Source: an optimization exercise on an open RTL-to-GDS flow (aim: a short achievable clock period and few clock cycles per item). Production flows keep margins and buffers that such runs may drop. Function was not checked in any run shown here: the RTL went through the layout flow alone. Power and IR drop assume default switching activity.

### design.v
module mem_arbiter_n #(
  parameter int NUM_CH  = 4,
  parameter int ADDR_W  = 32,
  parameter int LINE_W  = 256,
  parameter int BURST_W = 64
) (
  input  logic                       clk,
  input  logic                       reset_n,
  input  logic [NUM_CH-1:0]          ch_read_i,
  input  logic [NUM_CH-1:0]          ch_write_i,
  input  logic [NUM_CH*ADDR_W-1:0]   ch_addr_i,
  input  logic [NUM_CH*LINE_W-1:0]   ch_wline_i,
  output logic [LINE_W-1:0]          ch_rline_o,
  output logic [NUM_CH-1:0]          ch_resp_o,
  output logic                       stall_o,
  input  logic                       resp_i,
  input  logic [BURST_W-1:0]         burst_i,
  output logic [BURST_W-1:0]         burst_o,
  output logic [ADDR_W-1:0]          address_o,
  output logic                       read_o,
  output logic                       write_o
);
  localparam int BEATS = LINE_W / BURST_W;
  localparam int CNT_W = $clog2(BEATS);
  localparam int CH_W  = (NUM_CH > 1) ? $clog2(NUM_CH) : 1;
  localparam int OFF_W = $clog2(LINE_W / 8);
  localparam int LA_W  = ADDR_W - OFF_W;
  localparam logic [CNT_W-1:0] CNT_LAST = CNT_W'(BEATS - 1);
  logic [NUM_CH-1:0] req;
  assign req = ch_read_i | ch_write_i;
  logic [NUM_CH-1:0] granted_q, req_q, wr_q;
  logic [NUM_CH-1:0] resp_q;           
  logic              resp_any_q;       
  assign stall_o = (|req) & ~resp_any_q;
  logic              nxt_v_q, nxt_wr_q;
  logic [CH_W-1:0]   nxt_ch_q;
  logic [NUM_CH-1:0] elig;
  logic [CH_W-1:0]   choice;
  logic              do_choose;
  assign elig      = req_q & ~granted_q;
  assign do_choose = !nxt_v_q && (|elig);
  logic [CH_W-1:0] rr_ptr_q;
  int              cand;
  always_comb begin
    choice = '0;
    cand   = 0;
    for (int i = NUM_CH - 1; i >= 0; i--) begin
      cand = int'(rr_ptr_q) + i;
      if (cand >= NUM_CH) cand = cand - NUM_CH;
      if (elig[cand[CH_W-1:0]]) choice = cand[CH_W-1:0];
    end
  end
  always_ff @(posedge clk or negedge reset_n) begin
    if (!reset_n) begin
      rr_ptr_q <= '0;
    end else if (do_choose) begin
      rr_ptr_q <= (int'(choice) == NUM_CH - 1) ? '0 : choice + 1'b1;
    end
  end
  logic              act_q;
  logic [CH_W-1:0]   act_ch_q;
  logic [CNT_W-1:0]  cnt_q;
  logic [LA_W-1:0]   addr_q;
  logic [BURST_W-1:0] beat_q;
  logic              last_q, start_h, start_t, take_nxt;
  assign last_q    = (cnt_q == CNT_LAST);
  assign address_o = {addr_q, {OFF_W{1'b0}}};
  assign burst_o   = beat_q;
  assign start_h  = !act_q && nxt_v_q;
  assign start_t  = act_q ? (last_q && nxt_v_q) : nxt_v_q;
  assign take_nxt = resp_i ? start_t : start_h;
  logic [CH_W-1:0]    src_ch_h, src_ch_t;
  logic [CNT_W-1:0]   src_bt_h, src_bt_t;
  logic [BURST_W-1:0] beat_h, beat_t;
  always_comb begin
    src_ch_h = act_q ? act_ch_q : nxt_ch_q;
    src_bt_h = act_q ? cnt_q : '0;
    src_ch_t = (act_q && !last_q) ? act_ch_q : nxt_ch_q;
    src_bt_t = (act_q && !last_q) ? cnt_q + 1'b1 : '0;
  end
  assign beat_h = ch_wline_i[int'(src_ch_h)*LINE_W + int'(src_bt_h)*BURST_W +: BURST_W];
  assign beat_t = ch_wline_i[int'(src_ch_t)*LINE_W + int'(src_bt_t)*BURST_W +: BURST_W];
  always_ff @(posedge clk) begin
    beat_q <= resp_i ? beat_t : beat_h;
    if (take_nxt) addr_q <= ch_addr_i[int'(nxt_ch_q)*ADDR_W + OFF_W +: LA_W];
    if (take_nxt) act_ch_q <= nxt_ch_q;
  end
  always_ff @(posedge clk or negedge reset_n) begin
    if (!reset_n) begin
      granted_q <= '0;
      req_q     <= '0;
      wr_q      <= '0;
      nxt_v_q   <= 1'b0;
      nxt_wr_q  <= 1'b0;
      nxt_ch_q  <= '0;
      act_q     <= 1'b0;
      read_o    <= 1'b0;
      write_o   <= 1'b0;
      cnt_q     <= '0;
    end else begin
      req_q <= req & ~granted_q;
      wr_q  <= ch_write_i;
      for (int c = 0; c < NUM_CH; c++) begin
        if (do_choose && choice == CH_W'(c)) granted_q[c] <= 1'b1;
        else if (resp_q[c])                  granted_q[c] <= 1'b0;
      end
      if (do_choose) begin
        nxt_v_q  <= 1'b1;
        nxt_ch_q <= choice;
        nxt_wr_q <= wr_q[choice];
      end else if (take_nxt) begin
        nxt_v_q  <= 1'b0;
      end
      if (take_nxt) begin
        act_q   <= 1'b1;
        read_o  <= !nxt_wr_q;
        write_o <= nxt_wr_q;
        cnt_q   <= '0;
      end else if (resp_i && act_q) begin
        cnt_q   <= cnt_q + 1'b1;
        if (last_q) begin
          act_q   <= 1'b0;
          read_o  <= 1'b0;
          write_o <= 1'b0;
        end
      end
    end
  end
  logic               st_v_q, st_last_q;
  logic [BURST_W-1:0] st_d_q;
  logic [CH_W-1:0]    st_ch_q;
  logic [LINE_W-1:0]  rline_q;
  assign ch_rline_o = rline_q;
  assign ch_resp_o  = resp_q;
  always_ff @(posedge clk or negedge reset_n) begin
    if (!reset_n) begin
      st_v_q     <= 1'b0;
      st_last_q  <= 1'b0;
      resp_q     <= '0;
      resp_any_q <= 1'b0;
    end else begin
      st_v_q     <= resp_i && act_q;
      st_last_q  <= resp_i && act_q && last_q;
      resp_q     <= st_last_q ? (NUM_CH'(1) << st_ch_q) : '0;
      resp_any_q <= st_last_q;
    end
  end
  always_ff @(posedge clk) begin
    st_d_q  <= write_o ? beat_q : burst_i;
    st_ch_q <= act_ch_q;
    if (st_v_q) rline_q <= {st_d_q, rline_q[LINE_W-1:BURST_W]};
  end
endmodule
### run.sh
#!/bin/bash
# synth_recipe.tcl (not shown) runs the flow's synth.tcl, then flattens the netlist and writes it again
# the make line also repeats each setting of config.mk as NAME=value (left out here)
make -C /OpenROAD-flow-scripts/flow DESIGN_CONFIG=/design/flow/config.mk WORK_HOME=/design/flow/orfs CLKGATE_MAP_FILE= SYNTH_SCRIPT=/design/flow/synth_recipe.tcl finish
### config.mk
export PLATFORM = sky130hd
export DESIGN_NAME = mem_arbiter_n
export DESIGN_NICKNAME = mem_arbiter_n
export VERILOG_FILES = /design/flow/design.v
export SDC_FILE = /design/flow/constraint.sdc
export NUM_CORES = 4
export LEC_CHECK = 0
export ABC_CLOCK_PERIOD_IN_PS = 2000
export CAP_MARGIN = 20
export CORE_AREA = 10 10 570 570
export DIE_AREA = 0 0 580 580
export SETUP_SLACK_MARGIN = 2.2
export SLEW_MARGIN = 20
### constraint.sdc
create_clock -name core_clock -period 4.5 [get_ports {clk}]
set_input_delay 0.9000 -clock core_clock [delete_from_list [all_inputs] [get_ports {clk}]]
set_output_delay 0.9000 -clock core_clock [all_outputs]
set_load 0.01 [all_outputs]
==> results of run 1 <==
report_power, final:
group          internal [mW]  switching [mW]
combinational           9.61            10.9
clock                   2.90            2.25
sequential              5.90            1.27
total                   18.4            14.4
flip-flops by register name (all words and copies together) (netlist names):
name        cells
resp_any_q      1
req_q           4
nxt_v_q         1
write_o         1
st_v_q          1
rline_q       256
read_o          1
addr_q         27
act_ch_q        2
st_ch_q         2
wr_q            4
nxt_ch_q        2
nxt_wr_q        1
st_d_q         64
cnt_q           2
rr_ptr_q        2
beat_q         64
granted_q       4
act_q           1
st_last_q       1
resp_q          4
cell type report:
| class | count | share of cell area [%] |
|---|---|---|
| diodes | 83 | 0.406 |
| clock buffers | 74 | 3.18 |
| clock inverters | 40 | 0.866 |
| inverters | 10 | 0.0734 |
| multi-input cells | 1218 | 24.9 |
| flip-flops and latches | 445 | 23.6 |
| well taps | 4140 | 10.1 |
| repair buffers | 1914 | 36.8 |
worst max-delay path, stage by stage (launching register included):
cell	delay, ns
dfrtp_2	0.44
ha_4	0.25
and3b_2	0.22
o21a_4	0.23
buf_6	0.12
buf_12	0.12
buf_16	0.16
buf_12	0.15
buf_16	0.15
buf_6	0.12
mux2i_4	0.33
o22ai_2	0.16
nor4_2	0.31
o221ai_1	0.18
per-stage QoR:
stage | util, % | area, µm² | std cells
finish | 16.4 | 51100 | 7924
global route | 16.3 | 51000 | 7866
CTS | 15.9 | 49600 | 7801
detailed placement | 13.9 | 43500 | 7487
global placement | 13.9 | 43300 | 7482
floorplan | - | 22200 | 1814
synth_stat cells (2+ instances only):
library cell  number
a21oi_1          134
a41oi_1            2
and3_1             3
and3b_1            2
buf_1              8
buf_2             35
buf_4             15
buf_6             13
clkbuf_1          70
dfrtp_1           30
dfxtp_1          130
edfxtp_1         285
ha_1               5
inv_1             10
mux2_2            67
mux2i_1          387
mux4_2            28
nand2_1          270
nand2b_1           3
nand3_1            2
nor2_1            17
nor2b_1            3
nor4_1            64
o211ai_1           2
o21a_1             2
o21ai_0           10
o21ai_2            4
o221ai_1          64
o22ai_1          128
or3_1              2
how the worst min path moves through the flow:
stage | startpoint | end | slack, ns | depth (start not counted)
floorplan | st_d_q[0] | rline_q[192] | 0.39 | 0
global placement | st_d_q[43] | rline_q[235] | 0.39 | 0
detailed placement | st_d_q[28] | rline_q[220] | 0.39 | 0
CTS | reset_n | read_o | 0.14 | 1
global route | reset_n | wr_q[0] | 0.21 | 1
finish | reset_n | wr_q[0] | 0.22 | 1
per-layer routing:
metal | track usage [%] | part of all wire, %
met1 | 18.5 | 38
met5 | 0 | 0.31
met2 | 25.5 | 44
met3 | 9.17 | 13
met4 | 5.51 | 3.8
what timing repair did:
action / in CTS / in global routing
pin swaps: 82 / 75
hold endpoints to repair: 0 / 0
cloned: 21 / 3
endpoints found under the setup margin: 418 / 133
setup buffers: 179 / 37
resized for setup: 2207 / 199
cell families (layout without fill, tap and decap cells):
family          Yosys count  count (layout)  share of synthesized area (%)
fa+ha+maj                 5               5                          0.286
flops                   445             445                           54.5
simple gates            370             371                           7.32
mux                     483             483                           24.1
buf+inv                 152            2038                           3.53
other cells               1              88                         0.0171
compound gates          354             354                           10.3
==> summary.md, run 1 <==
| Metric | Value |
|---|---|
| Mean Syn Cell Area | 12.1 µm² |
| Fillers | 34300 |
| CTS buffer count | 60 |
| Share of layout cells above drive strength 1 | 36.9% |
| Worst Clk Skew | 0.0480 ns |
| Setup Viol. Count Final | 0 |
| IO Count | 1586 |
| Wire per inst | 36.4 µm |
| Starting Density | 7.01% |
| Distinct cell type count after synthesis | 45 |
| R2R depth | 13 |
| Crit Path Class | flip-flop to flip-flop |
| Crit start category | flip-flop |
| Leakage power | 17.9 nW |
| Max-slew headroom | a little over a third |
| First-pass GRT wire length | between 300000 and 400000 µm |
| Worst setup path start | cnt_q[0] |
| Yosys reg bits | 445 |
| Hold Fails Final Rpt | 0 |
| Clock root cell | clkbuf_16 |
| Gr ovfl total | 0 |
| CP arrival | 3.70 ns |
| Register area | roughly 12000 µm² |
| Yosys warnings | 1 |
| Setup TNS Final | 0 ns |
| H-tree depth | 2 |
| Detailed Routing Iterations Pass 1 | 5 |
| Initial antenna violation count | 224 |
| CP Max Fanout | 7 |
| Dpl ws | -0.506 ns |
| Ys async rst share | under 10% |
| CP endpoint kind | flip-flop |
| Die X | between 500 and 600 µm |
| Worst setup path end | beat_q[20] |
| Worst reg2reg setup slack | 1.39 ns |
| Area grow syn2layout | 134% |
| Area of the multi-input gates | approximately 13000 µm² |
| DRT iter0 DRCs | 2300 |
| Layout net count | 4881 |
| Pins Over Slew Limit | 0 |
| RSZ-0062 raised after global routing | yes |
| Reg-to-reg startpoint | cnt_q[0] |
| Placer congestion estimate | 0.956 |
| Remaining DRCs | 0 |
| CTS Sinks | 445 |
| PwrDens | 642 nW/µm² |
| Die ar. | between 300000 and 400000 µm² |
| Worst Hold Class | primary input to async pin |
| Worst Path Required | 5.09 ns |
| Final min period | 3.11 ns |
| DR vias | 26100 |
| Biggest area consumer among synthesized cells | edfxtp_1 |
| Final Hold Slack | 0.218 ns |
| Clk latency of the worst-skew pair | ~0.73 ns |
| Seq/Total Area, Yosys | 54.5% |
| Max-Cap Viols | 0 |
| Die height | around 580 µm |
| CTS tree | yes |
| CTS Hold Bufs | 0 |
| Status | no timing/DRC/antenna violations |
| Detailed Place HPWL | about 250000 µm |
| Clk buf depth | 3 |
| CTS clock-pin slew for the worst setup and hold paths | 0.07 ns |
| Gr usage total | between 10% and 20% |
| Mapped Cells | between 1500 and 2000 |
| Synth top area share | 39.1% |
| Post-DR vias/cell | 3.29 |
| Port Buffer Count | 1560 |
| VDD IR max | between 300 and 400 µV |
| Top post-synthesis cells by area | edfxtp_1, mux2i_1, dfxtp_1 |
| Commonest cells after routing, fill and taps aside | clkdlybuf4s50_1, edfxtp_1, nand2_1, buf_2, buf_4 |
| Vias in the first global route | 26600 |
| Final period utilization | between 60% and 70% |
| Cell Area, Synth | around 22000 µm² |
| Drt total wl | between 200000 and 300000 µm |
| Primary FF master, synth | edfxtp_1 |
| Pin count of the biggest net entering global routing | 113 |
| Final ANT Viol Nets | 0 |
| Crit Reg-Reg Endpoint | beat_q[20] |
| Rows | 205 |
| Number of synthesized flops with an enable pin | 285 |
| Min setup slack post-route | 1.39 ns |
| Core box area | 312000 µm² |
| Maximum clock frequency | roughly 320 MHz |
| Measured slew at the worst slew-check pin | 0.937 ns |
| Total chip power | 32.8 mW |
| Leading cell type in the layout, fill and taps excluded | clkdlybuf4s50_1 |
==> run 2: changes to the inputs <==
--- a/config.mk
+++ b/config.mk
@@ -5,9 +5,7 @@
 export SDC_FILE = /design/flow/constraint.sdc
 export NUM_CORES = 4
 export LEC_CHECK = 0
-export ABC_CLOCK_PERIOD_IN_PS = 2000
 export CAP_MARGIN = 20
 export CORE_AREA = 10 10 570 570
 export DIE_AREA = 0 0 580 580
-export SETUP_SLACK_MARGIN = 2.2
 export SLEW_MARGIN = 20
==> run 2 against run 1 <==
Net effect: sequential power up 0.8%; routed wire length down 8.1%; critical endpoint is now beat_q[49]; highest routed layer unchanged; via count down 4.2%; still clean.
==> summary.md, run 2 <==
| Metric | Value |
|---|---|
| Status | no timing/DRC/antenna violations |
| Worst Path Required | 4.97 ns |
| Worst Clk Skew | approximately 0.037 ns |
| Max-slew headroom | 22.9% |
| CP Depth | 10 |
| Final ANT Viol Nets | 0 |
| Maximum clock frequency | 242 MHz |
| PwrDens | 580 nW/µm² |
| Rows | 205 |
| Combinational share of power | 54.5% |
| Largest regs | rline_q x256, beat_q x64, st_d_q x64 |
| Max reg flops | 256 |
| First-pass GRT wire length | 322000 µm |
| Clock root cell | clkbuf_16 |
| Die ar. | 336000 µm² |
| Post-CTS Setup Bufs | 0 |
| Biggest area consumer among synthesized cells | edfxtp_1 |
| CTS tree | yes |
| CP max-delay cell | nor4_1 |
| Detailed Place HPWL | roughly 240000 µm |
| Placer congestion estimate | 0.923 |
| Drt total wl | ~270000 µm |
| Most used cell, CP | buf_12 |
| Crit Reg-Reg Endpoint | beat_q[49] |
| Power Internal | 15.1 mW |
| Final min period | 4.13 ns |
| Initial antenna violation count | between 200 and 250 |
| CP arrival | 4.60 ns |
| Gr ovfl total | 0 |
| Largest family of logic cells by synthesized area | multiplexers |
| Reg-to-reg startpoint | cnt_q[0] |
| Remaining DRCs | 0 |
| CP Max Fanout | 25 |
| Distinct cell type count after synthesis | 45 |
| CTS clock-pin slew for the worst setup and hold paths | 0.06 ns |
| Worst reg2reg setup slack | 0.42 ns |
| Post-Synth Simple-Gate Area | between 7 and 8% |
| Ys async rst share | 6.74% |
| CP endpoint kind | flip-flop |
| Crit start category | primary input |
| Crit Path Class | primary input to flip-flop |
| Switching power | ~12 mW |
| Mean Syn Cell Area | 12.1 µm² |
| Detailed Routing Iterations Pass 1 | 5 |
| Worst-path cell chain | clkdlybuf4s50_1 > nor2b_1 > o21a_4 > buf_12 > buf_12 > mux2i_1 > buf_4 > o22ai_1 > nor4_1 > o221ai_1 |
| Top post-synthesis cells by area | edfxtp_1, mux2i_1, dfxtp_1 |
| Setup Viol. Count Final | 0 |
| End-of-flow core utilization | 15.0% |
| CTS Hold Bufs | 0 |
| Post-Place Cells | about 7600 |
| Measured slew at the worst slew-check pin | 1.15 ns |
| Yosys warnings | 1 |
| Starting Density | 7.01% |
| Final period utilization | between 90% and 100% |
| RSZ-0062 raised after global routing | no |
| Bufs and invs on worst path | 4 |
| PostCTS Resize Cnt | 0 |
| Commonest cells after routing, fill and taps aside | clkdlybuf4s50_1, mux2i_1, edfxtp_1, nand2_1, buf_4 |
| Clock power share | about a fifth |
| Cell class contributing the biggest share of worst-path delay | simple AND/OR/NAND/NOR gates |
| Most flop-heavy register | rline_q |
| DR vias | around 25000 |
| H-tree depth | 2 |
| Leakage power | 16.5 nW |
| Number of synthesized flops with an enable pin | 285 |
| Final cell count without fillers | between 7000 and 8000 |
| Leading cell type in the layout, fill and taps excluded | clkdlybuf4s50_1 |
| IO Count | 1586 |
| Layout net count | 4792 |
| Core box area | 312000 µm² |
| Synth Area in Compound Gates | 10.3% |
| Max incr delay on CP | between 0.9 and 1 ns |
| Top cells by count, synth | mux2i_1, edfxtp_1, nand2_1 |
| VDD IR max | 346 µV |
| Post-DR vias/cell | between 3 and 4 |
| Post-Synth Adder-Cell Area | 0.286% |
| Area grow syn2layout | 114% |
| Top-count cell post-synth | mux2i_1 |
| Vias in the first global route | 25800 |
| Clk latency of the worst-skew pair | 0.72 ns |
| Proportion of synthesized area in mux cells | 24.1% |
| CTS buffer count | 59 |
| Mapped Cells | roughly 1800 |
| Primary FF master, synth | edfxtp_1 |
| Clk buf depth | 3 |
| Die X | just under 600 µm |
| Worst Hold Class | primary input to async pin |
| Share of layout cells above drive strength 1 | 14.0% |
| Yosys reg bits | 445 |
| Pin count of the biggest net entering global routing | 92 |
| Port Buffer Count | roughly 1600 |
| Hold Fails Final Rpt | 0 |
| Post-Synth XOR/XNOR Area | 0% |
| Wire per inst | 33.9 µm |
| R2R depth | 10 |
| Synth top area share | roughly 40% |
| Gr usage total | between 10% and 20% |
| Pins Over Slew Limit | 0 |
| Cell Area, Synth | 21900 µm² |
| CTS Sinks | approximately 450 |
| Die height | 580 µm |
| Seq/Total Area, Yosys | between 50% and 60% |
| Worst setup path start | resp_i |
| Max-Cap Viols | 0 |
| Fraction of power spent switching nets | 44.4% |
| Power share of the sequential group | 26.6% |
| DRT iter0 DRCs | 2411 |
| Worst setup path end | beat_q[49] |
==> run 2: changes by cell type in the layout (fill, tap and decap cells not counted), sizes merged, moves of 2 or more <==
cell and change:
buf -427, clkbuf -14, clkdlybuf4s15 -14, clkdlybuf4s50 +363
diode -7, inv +2
==> run 2: worst min path at each step <==
stage / depth (start not counted) / to / slack, ns
finish: 1 / wr_q[2] / 0.30
global route: 1 / cnt_q[0] / 0.28
CTS: 1 / cnt_q[1] / 0.23
detailed placement: 0 / rline_q[222] / 0.39
global placement: 0 / rline_q[248] / 0.39
floorplan: 0 / st_ch_q[1] / 0.37
==> run 2: per-layer routing <==
layer / vias up / track usage, % / share of wire, %
met3: 453 / 7.33 / 12
met4: 98 / 4.80 / 3.8
met5: - / 0 / 0.25
li1: 10600 / - / -
met2: 1897 / 23.4 / 44
met1: 12000 / 17.9 / 40
==> run 2: area by class of cell <==
class | instances | area, µm²
Multi-Input combinational cell | 1217 | 9370
Fill cell | 34700 | 265000
Inverter | 10 | 37.5
Tap cell | 4140 | 5180
Clock buffer | 68 | 1570
Timing Repair Buffer | 1827 | 18100
Antenna cell | 76 | 190
Sequential cell | 445 | 11900
Clock inverter | 43 | 490
==> run 2: power by group through the flow <==
stage          combinational [mW]  clock [mW]  sequential, mW
2_1_floorplan                5.63           0            6.67
3_3_place_gp                 14.9           0            7.32
3_5_place_dp                 15.0           0            7.33
4_1_cts                      15.1        5.36            7.26
5_1_grt                      15.5        5.48            7.35
6_report                     14.8        5.14            7.23
==> run 2: logic make-up (layout without fill, tap and decap cells) <==
family                   Yosys count  count (layout)
AND/OR/NAND/NOR                  370             370
adder cells (fa/ha/maj)            5               5
flip-flops                       445             445
other                              1              81
AO/OA/AOI/OAI                    354             354
buffers and inverters            152            1948
multiplexers                     483             483
==> run 2: stage by stage <==
step / TNS [ns] / total power [mW] / cell area, µm² / worst slack, ns / hold WS (ns)
6_report: 0 / 27.2 / 46900 / 0.372 / 0.300
5_1_grt: 0 / 28.4 / 46700 / 0.391 / 0.284
4_1_cts: 0 / 27.7 / 46700 / 0.361 / 0.232
3_5_place_dp: -0.646 / 22.3 / 44600 / -0.381 / 0.389
3_3_place_gp: -0.999 / 22.2 / 44600 / -0.397 / 0.386
2_1_floorplan: 0 / 12.3 / 21900 / 0.890 / 0.370

## afterwards: timing with drivers on the ports
The flow's constraints put no driver on any port. The routed layouts listed below were extracted and timed again, unchanged, in two steps. Step 1 assumes that a clkbuf_16 drives the clock port and a buf_2 every other input. Step 2 also shifts input and output timing later by t, the mid clock arrival at the registers, as if the neighbouring blocks saw the same clock. a / b / c = no drivers / after step 1 / after step 2; a / b = the first two.
run | t (ns) | setup slack, ns | worst setup path at the end | worst data-port slew with drivers (ns)
run 1 | 0.803 | 1.388 / 1.388 / 0.803 | input to register | 0.56
run 2 | 0.791 | 0.372 / 0.386 / -0.405 | input to register | 0.54
Met with ideal ports but missed after step 2: setup timing in run 2. For run 2, which loses most, drivers alone change the setup slack by +0.014 ns; drivers and shift together by -0.777 ns.
